What follows belongs to an exercise in optimizing a design on an open flow for small area, a short achievable clock period and few clock cycles per item; a production flow would make more cautious choices.
Function was checked by simulation only, so behaviour that the tests miss may differ from the original.
Power is estimated from default activity; no workload was simulated.

==> flow/design.v, too long to show whole: its modules and the start of the top module <==
// module mul_fa: 11 lines
// module mul_xor2: 8 lines
// module mul_maj3: 9 lines
// module mul_ha: 10 lines
// module dadda_mul: 1808 lines
module dadda_mul
(
    input  logic        clk,
    input  logic        rst_n,
    input  logic        in_valid,
    input  logic        mode,
    input  logic [15:0] a,
    input  logic [15:0] b,
    output logic        out_valid,
    output logic [15:0] hi,
    output logic [15:0] lo
);
  // ...
==> flow/flow/run.sh <==
#!/bin/bash
# Standard ORFS layout, except that the port buffers are plain buf_1 cells
# (the default choice is a slow delay-buffer cell).
set -euo pipefail
bash standard.sh BUFFER_PORTS_ARGS="-buffer_cell sky130_fd_sc_hd__buf_1" finish > standard.log 2>&1
==> flow/standard.sh <==
#!/bin/bash
# synth_recipe.tcl (not shown) runs the flow's synth.tcl, then flattens the netlist and writes it again
# the make line also repeats each setting of config.mk as NAME=value (left out here)
make -C /OpenROAD-flow-scripts/flow DESIGN_CONFIG=/design/flow/config.mk WORK_HOME=/design/flow/orfs CLKGATE_MAP_FILE= SYNTH_SCRIPT=/design/flow/synth_recipe.tcl "${@:-finish}"
==> flow/config.mk <==
export PLATFORM = sky130hd
export DESIGN_NAME = dadda_mul
export DESIGN_NICKNAME = dadda_mul
export VERILOG_FILES = /design/flow/design.v
export SDC_FILE = /design/flow/constraint.sdc
export NUM_CORES = 4
export LEC_CHECK = 0
export ABC_AREA = 1
export CAP_MARGIN = 20
export CORE_MARGIN = 2
export CORE_UTILIZATION = 45
export CTS_CLUSTER_DIAMETER = 150
export CTS_CLUSTER_SIZE = 30
export SETUP_SLACK_MARGIN = 2.1
export SLEW_MARGIN = 20
export SYNTH_HIERARCHICAL = 1
export SYNTH_MINIMUM_KEEP_SIZE = 0
==> flow/constraint.sdc <==
create_clock -name core_clock -period 4.0 [get_ports {clk}]
set_input_delay 0.8000 -clock core_clock [delete_from_list [all_inputs] [get_ports {clk}]]
set_output_delay 0.8000 -clock core_clock [all_outputs]
set_load 0.01 [all_outputs]
==> metrics.md, run 1 <==
| Metric | Value |
|---|---|
| CTS tree | `built` |
| Bufs on Longest Clock Path | `3` |
| IO Port Bufs | `between 60 and 70` |
| Die area | `28,000 um2` |
| Placed cells | `1,471` |
| Post-Syn Area | `approximately 12,000 um2` |
| Unrepaired setup endpoints after global routing | `true` |
| Critical path cell sequence | `fa_2 > fa_2 > fa_1 > ha_1` |
| Worst Reg2Reg Path Length in Cells | `4` |
| Top routing layer in use | `met4` |
| Register area | `approximately 5200 um2` |
| Ant diodes | `0` |
| CP bufs+invs | `0` |
| Vias in the first global route | `7,720` |
| Worst Slack Setup Final | `about 2.1 ns` |
| DRC viols | `0` |
| Placed Instance Area | `12,400 um2` |
| Compound-Gate Fraction of Synth Area | `0.0842` |
| Area Growth Syn to Fin | `11.8%` |
| Post-Place Worst Slack | `1.75 ns` |
| Routed vias | `7,740` |
| Largest net degree at the start of global routing | `32` |
| Fraction of area in multi-input gates | `0.482` |
| Slew margin rel. | `0.737` |
| Max cap viols | `0` |
| Gpl congestion | `slightly above 0.9` |
| # Taps | `around 340` |
| Switch Pwr | `3.49 mW` |
| Pleak | `roughly 5.9 nW` |
| CTS buffer count | `12` |
| XOR/XNOR share of the synthesized area | `0.116` |
| Reg clk slew, reported paths | `0.12 ns` |
| Gr usage total | `0.176` |
| Run status | `finished clean` |
| Clock Sinks | `249` |
| Syn avg cell area | `~11 um2` |
| Setup_tns | `0 ns` |
| Power Total | `9.30 mW` |
| Fill count | `roughly 2,400` |
| Mapped Cells | `1,140` |
| Ys flop type | `dfxtp_1` |
| Reg2reg setup slack | `2.07 ns` |
| M1 WL | `11.2 mm` |
| Most instantiated cells after synthesis | `dfxtp_1, xor2_1, o22ai_1, nand2_1, fa_1` |
| R2r startpoint | `c277_q2` |
Testbench counts, summed over its fixed seeds: cycles 16,024, items 16,000.
==> run 2, diff against run 1 <==
--- a/flow/config.mk
+++ b/flow/config.mk
@@ -7,7 +7,8 @@
 export LEC_CHECK = 0
 export ABC_AREA = 1
+export ABC_CLOCK_PERIOD_IN_PS = 1900
 export CAP_MARGIN = 20
 export CORE_MARGIN = 2
-export CORE_UTILIZATION = 45
+export CORE_UTILIZATION = 40
 export CTS_CLUSTER_DIAMETER = 150
 export CTS_CLUSTER_SIZE = 30
==> metrics.md, run 2 <==
| Metric | Value |
|---|---|
| Die area | `31,400 um2 (was 28,000 um2)` |
| Worst Slack Setup Final | `2.12 ns (was 2.07 ns)` |
| CTS tree | `built (unchanged)` |
| Hold Fails Final Rpt | `0 (unchanged)` |
| Ant diodes | `0 (unchanged)` |
| Most instantiated cells after synthesis | `dfxtp_1, xor2_1, o22ai_1, nand2_1, fa_1 (unchanged)` |
| Starting Density | `0.406 (was 0.459)` |
| Final setup viols | `0 (unchanged)` |
| Pins Over Slew Limit | `0 (unchanged)` |
| Max Clk Rate | `532 MHz (was 517 MHz)` |
| Syn_nets | `1,351 (unchanged)` |
| Pwr dens | `698 nW/um2 (was 694 nW/um2)` |
| Cell with the most instances after synthesis | `dfxtp_1 (unchanged)` |
| H-tree levels | `1 (unchanged)` |
| Final period util | `0.470 (was 0.483)` |
| CTS buffer count | `12 (unchanged)` |
| Commonest cells after routing, fill and taps aside | `dfxtp_1, xor2_1, o22ai_1 (unchanged)` |
| Initial DRC Count | `615 (was 515)` |
| VDD IR max | `0.305 mV (was 0.275 mV)` |
| HPWL after detailed placement | `17.8 mm (was 17.9 mm)` |
| Routed len/inst | `16.3 um (was 16.4 um)` |
| Biggest regs | `prod (32), vld (4) (unchanged)` |
| Post-synth cell types | `25 (unchanged)` |
| Commonest non-fill, non-tap cell in the layout | `dfxtp_1 (unchanged)` |
| Clock Sinks | `249 (unchanged)` |
| Hold crit path type | `primary input to async pin (unchanged)` |
| R2r endpoint | `p522_q3 (unchanged)` |
| CP Capture Type | `flop (unchanged)` |
| Largest net degree at the start of global routing | `32 (unchanged)` |
| First-pass detailed-route iteration total | `5 (was 16)` |
| Skew final | `0.0232 ns (was 0.0201 ns)` |
| Clk Latency, worst-skew pair | `0.49 ns (was 0.48 ns)` |
| Bufs on Longest Clock Path | `3 (unchanged)` |
| Top reg by flops | `prod (unchanged)` |
| Fill count | `2,799 (was 2,400)` |
| Register area share after synthesis | `0.417 (unchanged)` |
| CTS Hold Buffers Added | `0 (unchanged)` |
| Die X | `177 um (was 167 um)` |
| Area contributors post-synth | `dfxtp_1, fa_1, xor2_1 (unchanged)` |
| Area Growth Syn to Fin | `11.4% (was 11.8%)` |
| Synthesized flop and latch total | `249 (unchanged)` |
| Final Critical Period | `1.88 ns (was 1.93 ns)` |
| Routed vias | `7,724 (was 7,740)` |
| R2r startpoint | `c277_q2 (unchanged)` |
| Reg clk slew, reported paths | `0.11 ns (was 0.12 ns)` |
| Post-Syn Area | `12,000 um2 (unchanged)` |
| Reg2reg setup slack | `2.12 ns (was 2.07 ns)` |
| Via density per instance | `4.95 (was 5.07)` |
| Vias in the first global route | `7,793 (was 7,720)` |
| Crit path max fanout | `1 (unchanged)` |
| Die Y | `177 um (was 167 um)` |
| Worst Max-Slew Pin Slew | `0.559 ns (was 0.394 ns)` |
| Core Region | `29,600 um2 (was 26,100 um2)` |
| Crit path DAT | `2.26 ns (was 2.31 ns)` |
| Post-Place Worst Slack | `1.69 ns (was 1.75 ns)` |
| Largest register FFs | `32 (unchanged)` |
| First-pass GRT wire length | `40.6 mm (was 39.6 mm)` |
| Yosys warning total | `7 (unchanged)` |
| Gpl congestion | `0.871 (was 0.930)` |
| Max cap viols | `0 (unchanged)` |
| Pleak | `5.82 nW (was 5.91 nW)` |
| # IOs | `69 (unchanged)` |
| Run status | `finished clean (unchanged)` |
| IO Port Bufs | `68 (unchanged)` |
| Final net count | `1,379 (was 1,400)` |
| Post-synth EDFFs | `0 (unchanged)` |
| Async S/R FF share, synth | `0.0161 (unchanged)` |
| Ys flop type | `dfxtp_1 (unchanged)` |
| Worst Reg2Reg Path Length in Cells | `4 (unchanged)` |
| Root Buffer | `clkbuf_16 (unchanged)` |
| Startpoint Class | `flop (unchanged)` |
| # rows | `63 (was 59)` |
| Post-Route WL | `25.3 mm (was 25.0 mm)` |
| Layout cells sized above 1 | `0.129 (was 0.141)` |
| Share of the synthesized area in the top cell type | `0.409 (unchanged)` |
| DRT antenna net count | `0 (unchanged)` |
| Gr usage total | `0.163 (was 0.176)` |
| DRC viols | `0 (unchanged)` |
| Mapped Cells | `1,140 (unchanged)` |
| Slew margin rel. | `0.627 (was 0.737)` |
| Worst Path Class, Setup | `flop to flop (unchanged)` |
| Worst Path Required | `4.38 ns (about the same)` |
| Syn avg cell area | `10.5 um2 (unchanged)` |
| Initial antenna violation count | `1 (was 0)` |
| Setup_tns | `0 ns (unchanged)` |
| Unrepaired setup endpoints after global routing | `true (unchanged)` |
| Grt total ovfl | `0 (unchanged)` |
| Post-synth top area cell | `dfxtp_1 (unchanged)` |
run 2: cell counts after synthesis:
No cell type changed its count.
run 2: metrics by stage:
step	util	area, um2	total power, mW	hold slack, ns	instances
final	0.452	13400	9.33	0.108	1559
after CTS	0.443	13100	9.19	0.0946	1553
after detailed placement	0.422	12500	7.72	0.314	1526
after global routing	0.452	13400	10.3	0.101	1559
after global placement	0.422	12500	7.62	0.315	1526
after floorplan	-	12100	6.64	0.310	1140
run 2: repair_timing:
item,4_1_cts,5_1_grt
setup buffers,12,6
endpoints found under the setup margin,59,36
endpoints found under the hold margin,0,0
gates resized for setup,81,46
pin swaps,2,11
run 2: critical path, stage by stage (launching register included):
cell and delay (ns):
dfxtp_2 0.34, fa_2 0.39, fa_2 0.43, fa_2 0.34
ha_1 0.29
run 2: modules after synthesis (local to each module, per instance):
module	flip-flops and latches	area (um2)	copies in the design	cells inside
dadda_mul	249	9460	1	1002
mul_ha	0	12.5	31	1
mul_fa	0	20.0	107	1
run 2: area by class of cell:
type	count	area, um2	area share
tap	390	488	0.0365
clock buffer	14	329	0.0246
multi-input combinational	719	6500	0.487
timing repair buffer	98	523	0.0392
clock inverter	1	30.0	0.00225
inverter	88	334	0.0250
sequential	249	5150	0.386
run 2: logic make-up after synthesis:
family / share of synthesized area
adder cells (fa/ha/maj): 0.250
AND/OR/NAND/NOR: 0.0747
flip-flops: 0.417
XOR/XNOR: 0.116
AO/OA/AOI/OAI: 0.0842
buffers and inverters: 0.0571
run 2: worst max path at each step:
| stage | startpoint | to | slack, ns | cells past startpoint |
|---|---|---|---|---|
| floorplan | onen61_q1 | s344_q2 | 2.07 | 6 |
| global placement | onen20_q1 | s360_q2 | 1.72 | 6 |
| detailed placement | onen20_q1 | s360_q2 | 1.69 | 6 |
| CTS | c277_q2 | p522_q3 | 2.08 | 4 |
| global route | s448_q3 | prod[17] | 2.05 | 10 |
| finish | c277_q2 | p522_q3 | 2.12 | 4 |
run 2: per-layer routing:
layer | GRT usage | wire [um]
met3 | 0.0236 | 1880
met5 | 0 | 0
met2 | 0.263 | 11500
met4 | 0.0406 | 485
met1 | 0.231 | 11500
run 2: where the power goes:
group	internal (mW)	switching, mW	leakage [nW]	total, mW
Clock	0.606	0.782	0.173	1.39
Combinational	1.77	2.23	3.53	4.00
Sequential	3.43	0.518	2.12	3.94
==> run 3, diff against run 2 <==
--- a/flow/config.mk
+++ b/flow/config.mk
@@ -7,5 +7,4 @@
 export LEC_CHECK = 0
 export ABC_AREA = 1
-export ABC_CLOCK_PERIOD_IN_PS = 1900
 export CAP_MARGIN = 20
 export CORE_MARGIN = 2
==> metrics.md, run 3 <==
| Metric | Value |
|---|---|
| Run status | `finished clean (unchanged)` |
| R2r startpoint | `c277_q2 (unchanged)` |
| Vias in the first global route | `7,793 (unchanged)` |
| Starting Density | `0.406 (unchanged)` |
| Die X | `177 um (unchanged)` |
| Cell with the most instances after synthesis | `dfxtp_1 (unchanged)` |
| Gate power share | `0.429 (about the same)` |
| Hold crit path type | `primary input to async pin (unchanged)` |
| Ant diodes | `0 (unchanged)` |
| Async S/R FF share, synth | `0.0161 (unchanged)` |
| CTS tree | `built (unchanged)` |
| Final setup viols | `0 (unchanged)` |
| Area contributors post-synth | `dfxtp_1, fa_1, xor2_1 (unchanged)` |
| Worst Reg2Reg Path Length in Cells | `4 (unchanged)` |
| Pleak | `5.82 nW (unchanged)` |
| Crit path max fanout | `1 (unchanged)` |
| Share of the synthesized area in the top cell type | `0.409 (unchanged)` |
| Layout cells sized above 1 | `0.129 (unchanged)` |
| Die Y | `177 um (unchanged)` |
| Root Buffer | `clkbuf_16 (unchanged)` |
| Cell internal pwr | `5.80 mW (unchanged)` |
| Setup crit end | `p522_q3 (unchanged)` |
| Setup_tns | `0 ns (unchanged)` |
| Worst Max-Slew Pin Slew | `0.559 ns (unchanged)` |
| Most instantiated cells after synthesis | `dfxtp_1, xor2_1, o22ai_1, nand2_1, fa_1 (unchanged)` |
| Crit-path most repeated cell | `fa_2 (unchanged)` |
| First-pass GRT wire length | `40.6 mm (unchanged)` |
| Register area share after synthesis | `0.417 (unchanged)` |
| Worst Path Required | `4.38 ns (about the same)` |
| Post-synth top area cell | `dfxtp_1 (unchanged)` |
| R2r endpoint | `p522_q3 (unchanged)` |
| Gpl congestion | `0.871 (unchanged)` |
| Routed len/inst | `16.3 um (unchanged)` |
| VDD IR max | `0.305 mV (unchanged)` |
| Post-Place Worst Slack | `1.69 ns (unchanged)` |
| Routed vias | `7,724 (unchanged)` |
| Final net count | `1,379 (unchanged)` |
| Initial antenna violation count | `1 (unchanged)` |
| Reg clk slew, reported paths | `0.11 ns (about the same)` |
| Post-synth cell types | `25 (unchanged)` |
| Slew margin rel. | `0.627 (unchanged)` |
| Syn avg cell area | `10.5 um2 (unchanged)` |
| CP startpoint | `c277_q2 (unchanged)` |
| Clk Latency, worst-skew pair | `0.49 ns (about the same)` |
| CTS buffer count | `12 (unchanged)` |
| Reg2reg setup slack | `2.12 ns (about the same)` |
| Mapped Cells | `1,140 (unchanged)` |
| IO Port Bufs | `68 (unchanged)` |
| Max cap viols | `0 (unchanged)` |
| Bufs on Longest Clock Path | `3 (unchanged)` |
| Worst Path Class, Setup | `flop to flop (unchanged)` |
| Via density per instance | `4.95 (unchanged)` |
| CP max stage cell | `fa_2 (unchanged)` |
| HPWL after detailed placement | `17.8 mm (unchanged)` |
| CP Capture Type | `flop (unchanged)` |
| Top reg by flops | `prod (unchanged)` |
| Largest stage delay, worst path | `0.43 ns (about the same)` |
| Pins Over Slew Limit | `0 (unchanged)` |
| Worst Slack Setup Final | `2.12 ns (unchanged)` |
| Hold Fails Final Rpt | `0 (unchanged)` |
| Yosys warning total | `7 (unchanged)` |
| Die area | `31,400 um2 (unchanged)` |
| Syn_nets | `1,351 (unchanged)` |
| Critical path cell sequence | `fa_2 > fa_2 > fa_2 > ha_1 (unchanged)` |
| Core Region | `29,600 um2 (unchanged)` |
| Final Critical Period | `1.88 ns (unchanged)` |
| Clock Sinks | `249 (unchanged)` |
| Crit path DAT | `2.26 ns (about the same)` |
| Clock share of power | `0.149 (about the same)` |
| Net Sw Frac | `0.378 (unchanged)` |
| Pwr dens | `698 nW/um2 (unchanged)` |
| Post-synth EDFFs | `0 (unchanged)` |
| Largest register FFs | `32 (unchanged)` |
| Post-Route WL | `25.3 mm (unchanged)` |
| Startpoint Class | `flop (unchanged)` |
| Skew final | `0.0232 ns (unchanged)` |
| Synthesized flop and latch total | `249 (unchanged)` |
| # rows | `63 (unchanged)` |
| DRT antenna net count | `0 (unchanged)` |
| Commonest non-fill, non-tap cell in the layout | `dfxtp_1 (unchanged)` |
| Commonest cells after routing, fill and taps aside | `dfxtp_1, xor2_1, o22ai_1 (unchanged)` |
| Initial DRC Count | `615 (unchanged)` |
| DRC viols | `0 (unchanged)` |
| H-tree levels | `1 (unchanged)` |
| Switch Pwr | `3.53 mW (unchanged)` |
| Reg power frac | `0.423 (about the same)` |
| Grt total ovfl | `0 (unchanged)` |
| Largest net degree at the start of global routing | `32 (unchanged)` |
| Final period util | `0.470 (unchanged)` |
| Post-Syn Area | `12,000 um2 (unchanged)` |
| Area Growth Syn to Fin | `11.4% (unchanged)` |
| Ys flop type | `dfxtp_1 (unchanged)` |
| Biggest regs | `prod (32), vld (4) (unchanged)` |
| Gr usage total | `0.163 (unchanged)` |
| First-pass detailed-route iteration total | `5 (unchanged)` |
| Max Clk Rate | `532 MHz (unchanged)` |
| # IOs | `69 (unchanged)` |
| Unrepaired setup endpoints after global routing | `true (unchanged)` |
-- run 3: cell counts in the layout (fill, tap and decap cells not counted) --
No cell type changed its count.
-- run 3: final cells by class --
cell class	instances	area, um2
Sequential cell	249	5150
Fill cell	2799	16200
Clock buffer	14	329
Inverter	88	334
Tap cell	390	488
Clock inverter	1	30.0
Multi-Input combinational cell	719	6500
Timing Repair Buffer	98	523
-- run 3: worst min path at each step --
| stage | depth (start not counted) | slack (ns) | to | from |
|---|---|---|---|---|
| 3_3_place_gp | 0 | 0.31 | g489_q3 | g489_q2 |
| 6_report | 1 | 0.11 | vld[3] | rst_n |
| 5_1_grt | 1 | 0.10 | vld[3] | rst_n |
| 4_1_cts | 1 | 0.09 | vld[3] | rst_n |
| 2_1_floorplan | 0 | 0.31 | g487_q3 | g487_q2 |
| 3_5_place_dp | 0 | 0.31 | g489_q3 | g489_q2 |
-- run 3: repair_timing --
| item | in CTS | in global routing |
|---|---|---|
| pin swaps | 2 | 11 |
| cloned | 0 | 0 |
| endpoints found under the hold margin | 0 | 0 |
| setup endpoints to repair | 59 | 36 |
| setup buffers | 12 | 6 |
| gates resized for setup | 81 | 46 |
| hold buffers | 0 | 0 |
-- run 3: cell families (layout without fill, tap and decap cells) --
| group | count (synthesis) | in the layout | share of synthesized area |
|---|---|---|---|
| DFF | 249 | 249 | 0.417 |
| and+or+nand+nor | 217 | 217 | 0.0747 |
| adders and majority gates | 175 | 175 | 0.250 |
| buffers and inverters | 172 | 201 | 0.0571 |
| AOI/OAI and AO/OA | 168 | 168 | 0.0842 |
| xor gates and xnor gates | 159 | 159 | 0.116 |
-- run 3: power groups by stage --
stage	clock network [mW]	registers (mW)	logic, mW
2_1_floorplan	0	3.87	2.77
3_3_place_gp	0	3.99	3.63
3_5_place_dp	0	4.01	3.71
4_1_cts	1.45	3.94	3.80
5_1_grt	1.54	4.04	4.74
6_report	1.39	3.94	4.00
-- run 3: per-module statistics from Yosys, one instance, submodules excluded --
module / flops+latches / area, um2 / copies in the design
mul_ha: 0 / 12.5 / 31
mul_fa: 0 / 20.0 / 107
dadda_mul: 249 / 9460 / 1
-- run 3: worst max-delay path, delay by kind of cell (launching register included) --
family | cells | cell delay, ns
adders and majority gates | 4 | 1.45
DFF | 1 | 0.34
-- run 3: per-layer routing --
layer | GRT usage | wire [um]
met5 | 0 | 0
met4 | 0.0406 | 485
met3 | 0.0236 | 1880
met2 | 0.263 | 11500
met1 | 0.231 | 11500
-- run 3: metrics by stage --
step           hold WS, ns  power (mW)  cell area, um2   util  cells
3_3_place_gp         0.315        7.62           12500  0.422   1526
5_1_grt              0.101        10.3           13400  0.452   1559
6_report             0.108        9.33           13400  0.452   1559
3_5_place_dp         0.314        7.72           12500  0.422   1526
2_1_floorplan        0.310        6.64           12100      -   1140
4_1_cts             0.0946        9.19           13100  0.443   1553
==> run 4, diff against run 3 <==
--- a/flow/config.mk
+++ b/flow/config.mk
@@ -10,6 +10,6 @@
 export CORE_MARGIN = 2
 export CORE_UTILIZATION = 40
-export CTS_CLUSTER_DIAMETER = 150
-export CTS_CLUSTER_SIZE = 30
+export CTS_CLUSTER_DIAMETER = 120
+export CTS_CLUSTER_SIZE = 25
 export SETUP_SLACK_MARGIN = 2.1
 export SLEW_MARGIN = 20
==> metrics.md, run 4 <==
| Metric | Value |
|---|---|
| Die Y | `177 um (unchanged)` |
| Pins Over Slew Limit | `0 (unchanged)` |
| Commonest non-fill, non-tap cell in the layout | `dfxtp_1 (unchanged)` |
| Largest stage delay, worst path | `0.43 ns (about the same)` |
| Yosys warning total | `7 (unchanged)` |
| Fill count | `2,787 (was 2,799)` |
| Biggest regs | `prod (32), vld (4) (unchanged)` |
| Final core utilization | `0.452 (about the same)` |
| CP max stage cell | `fa_2 (unchanged)` |
| Gr usage total | `0.164 (was 0.163)` |
| Run status | `finished clean (unchanged)` |
| Syn_nets | `1,351 (unchanged)` |
| Largest register FFs | `32 (unchanged)` |
| Core Region | `29,600 um2 (unchanged)` |
| CTS Hold Buffers Added | `0 (unchanged)` |
| Power Total | `9.30 mW (was 9.33 mW)` |
| Register area share after synthesis | `0.417 (unchanged)` |
| First-pass GRT wire length | `40.7 mm (was 40.6 mm)` |
| Routed vias | `7,740 (was 7,724)` |
| Async S/R FF share, synth | `0.0161 (unchanged)` |
| Clk Latency, worst-skew pair | `0.48 ns (was 0.49 ns)` |
| HPWL after detailed placement | `17.8 mm (unchanged)` |
| Post-synth EDFFs | `0 (unchanged)` |
| Pleak | `5.84 nW (was 5.82 nW)` |
| Commonest cells after routing, fill and taps aside | `dfxtp_1, xor2_1, o22ai_1 (unchanged)` |
| Clock Sinks | `249 (unchanged)` |
| Final setup viols | `0 (unchanged)` |
| First-pass detailed-route iteration total | `5 (unchanged)` |
| Top reg by flops | `prod (unchanged)` |
| Grt total ovfl | `0 (unchanged)` |
| # IOs | `69 (unchanged)` |
| CTS tree | `built (unchanged)` |
| Max cap viols | `0 (unchanged)` |
| Placed cells | `1,526 (unchanged)` |
| Worst Max-Slew Pin Slew | `0.543 ns (was 0.559 ns)` |
| Area contributors post-synth | `dfxtp_1, fa_1, xor2_1 (unchanged)` |
| IO Port Bufs | `68 (unchanged)` |
| Hold Fails Final Rpt | `0 (unchanged)` |
| Share of the synthesized area in the top cell type | `0.409 (unchanged)` |
| Register area | `5150 um2 (about the same)` |
| DRC viols | `0 (unchanged)` |
| Critical path cell sequence | `fa_2 > fa_2 > fa_2 > ha_1 (unchanged)` |
| H-tree levels | `1 (unchanged)` |
| Largest net degree at the start of global routing | `27 (was 32)` |
| Die area | `31,400 um2 (unchanged)` |
| Syn avg cell area | `10.5 um2 (unchanged)` |
| Unrepaired setup endpoints after global routing | `true (unchanged)` |
| Post-synth cell types | `25 (unchanged)` |
| DRT antenna net count | `0 (unchanged)` |
| Worst Path Required | `4.37 ns (was 4.38 ns)` |
| Final net count | `1,386 (was 1,379)` |
| Area Growth Syn to Fin | `11.5% (was 11.4%)` |
| CP Capture Type | `flop (unchanged)` |
| Ant diodes | `0 (unchanged)` |
| Area occupied by multi-input gates | `6500 um2 (unchanged)` |
| Crit-path most repeated cell | `fa_2 (unchanged)` |
| Crit path max fanout | `1 (unchanged)` |
| Final std cells w/o fill | `1,566 (was 1,559)` |
| Reg clk slew, reported paths | `0.10 ns (was 0.11 ns)` |
| CTS buffer count | `13 (was 12)` |
| Max Clk Rate | `531 MHz (was 532 MHz)` |
| Family with the most delay on the worst path | `adder cells (unchanged)` |
| Starting Density | `0.406 (unchanged)` |
| Most instantiated cells after synthesis | `dfxtp_1, xor2_1, o22ai_1, nand2_1, fa_1 (unchanged)` |
| Layout cells sized above 1 | `0.132 (was 0.129)` |
| Hold crit path type | `primary input to async pin (unchanged)` |
| Vias in the first global route | `7,809 (was 7,793)` |
| Startpoint Class | `flop (unchanged)` |
| CP bufs+invs | `0 (unchanged)` |
| Pwr dens | `695 nW/um2 (was 698 nW/um2)` |
| # rows | `63 (unchanged)` |
| Bufs on Longest Clock Path | `3 (unchanged)` |
| Crit path DAT | `2.25 ns (was 2.26 ns)` |
| Root Buffer | `clkbuf_16 (unchanged)` |
| Via density per instance | `4.94 (was 4.95)` |
| Gpl congestion | `0.871 (unchanged)` |
| Worst Path Class, Setup | `flop to flop (unchanged)` |
| Skew final | `0.0140 ns (was 0.0232 ns)` |
| Final Critical Period | `1.88 ns (about the same)` |
| VDD IR max | `0.285 mV (was 0.305 mV)` |
| Die X | `177 um (unchanged)` |
| Slew margin rel. | `0.638 (was 0.627)` |
| Final period util | `0.471 (was 0.470)` |
| Synthesized flop and latch total | `249 (unchanged)` |
| Ys flop type | `dfxtp_1 (unchanged)` |
| Post-synth top area cell | `dfxtp_1 (unchanged)` |
| Post-Route WL | `25.3 mm (about the same)` |
| Routed len/inst | `16.1 um (was 16.3 um)` |
| Initial DRC Count | `562 (was 615)` |
| Post-Syn Area | `12,000 um2 (unchanged)` |
| Cell with the most instances after synthesis | `dfxtp_1 (unchanged)` |
| Setup_tns | `0 ns (unchanged)` |
| Initial antenna violation count | `1 (unchanged)` |
| Mapped Cells | `1,140 (unchanged)` |
[run 4: cell count changes in the layout (fill, tap and decap cells not counted), sizes merged]
cell,change
buf,+6
clkbuf,+2
clkinv,-1
[run 4: final timing paths]
path,start,end,slack (ns),cells past startpoint
setup / recovery,c277_q2,p522_q3,2.12,4
hold / removal,rst_n,vld[1],0.13,1
setup reg to reg,c277_q2,p522_q3,2.12,4
hold reg to reg,g489_q2,g489_q3,0.33,0
max in group asynchronous,rst_n,vld[0],3.70,1
min in group core_clock,g489_q2,g489_q3,0.33,0
[run 4: per-layer routing]
| layer | vias up | track usage | part of all wire |
|---|---|---|---|
| met5 | - | 0 | 0 |
| met4 | 0 | 0.0358 | 0.013 |
| met3 | 30 | 0.0253 | 0.080 |
| met2 | 259 | 0.265 | 0.46 |
| met1 | 3732 | 0.232 | 0.45 |
| li1 | 3719 | - | - |
[run 4: kinds of logic after synthesis]
logic type,share of synthesized area
compound gates,0.0842
xor+xnor,0.116
fa+ha+maj,0.250
buf+inv,0.0571
flops,0.417
simple gates,0.0747
[run 4: what timing repair did]
item / 4_1_cts / 5_1_grt
pin swaps: 2 / 10
setup endpoints to repair: 53 / 35
resized for setup: 74 / 50
buffers inserted: 14 / 10
hold endpoints to repair: 0 / 0
[run 4: per-module statistics from Yosys, one instance, submodules excluded]
module | cells inside | cell area, um2 | flops+latches | copies in the design
mul_fa | 1 | 20.0 | 0 | 107
dadda_mul | 1002 | 9460 | 249 | 1
mul_ha | 1 | 12.5 | 0 | 31
[run 4: where the power goes]
part	total (mW)	switching [mW]	internal [mW]	leakage, nW
Sequential	3.94	0.517	3.43	2.12
Clock	1.36	0.757	0.598	0.164
Combinational	4.00	2.22	1.77	3.56
Total	9.30	3.50	5.80	5.84
[run 4: final cells by class]
cell class                      instances  share of cell area
Clock buffer                           16              0.0252
Sequential cell                       249               0.385
Inverter                               88              0.0250
Tap cell                              390              0.0365
Multi-Input combinational cell        719               0.486
Timing Repair Buffer                  104              0.0416
[run 4: metrics by stage]
step	cell area, um2	setup WS (ns)	hold WS [ns]
after floorplan	12100	2.07	0.310
after global placement	12500	1.72	0.315
after detailed placement	12500	1.69	0.314
after CTS	13100	2.08	0.112
after global routing	13400	2.05	0.118
final	13400	2.12	0.126

==> what the ideal ports hide <==
In the flow no input, the clock included, has a driving cell. The finished layouts below were timed again as built, in two steps.
Step 1 sets driving cells, clkbuf_16 on the clock port and buf_2 on the other inputs (assumed; they add their load-dependent delay and slew).
Step 2 adds t to the input delays and takes it off the output delays; t is the mean of the earliest and latest rising clock arrival at the registers after step 1. Input paths then give back, and output paths get back, about the clock's delay inside the block.
a / b / c = ideal / step 1 / step 2; a / b = the first two.
run	t, ns	slack for setup (ns)	worst setup path at the end	slew at the worst register clock pin (ns)
run 1	0.518	2.067 / 2.067 / 2.067	register to register	0.12 / 0.12
run 2	0.524	2.119 / 2.119 / 2.119	register to register	0.11 / 0.11
run 3	0.524	2.119 / 2.119 / 2.119	register to register	0.11 / 0.11
run 4	0.518	2.116 / 2.116 / 2.116	register to register	0.10 / 0.10
After both steps setup and hold are still met in every run listed.
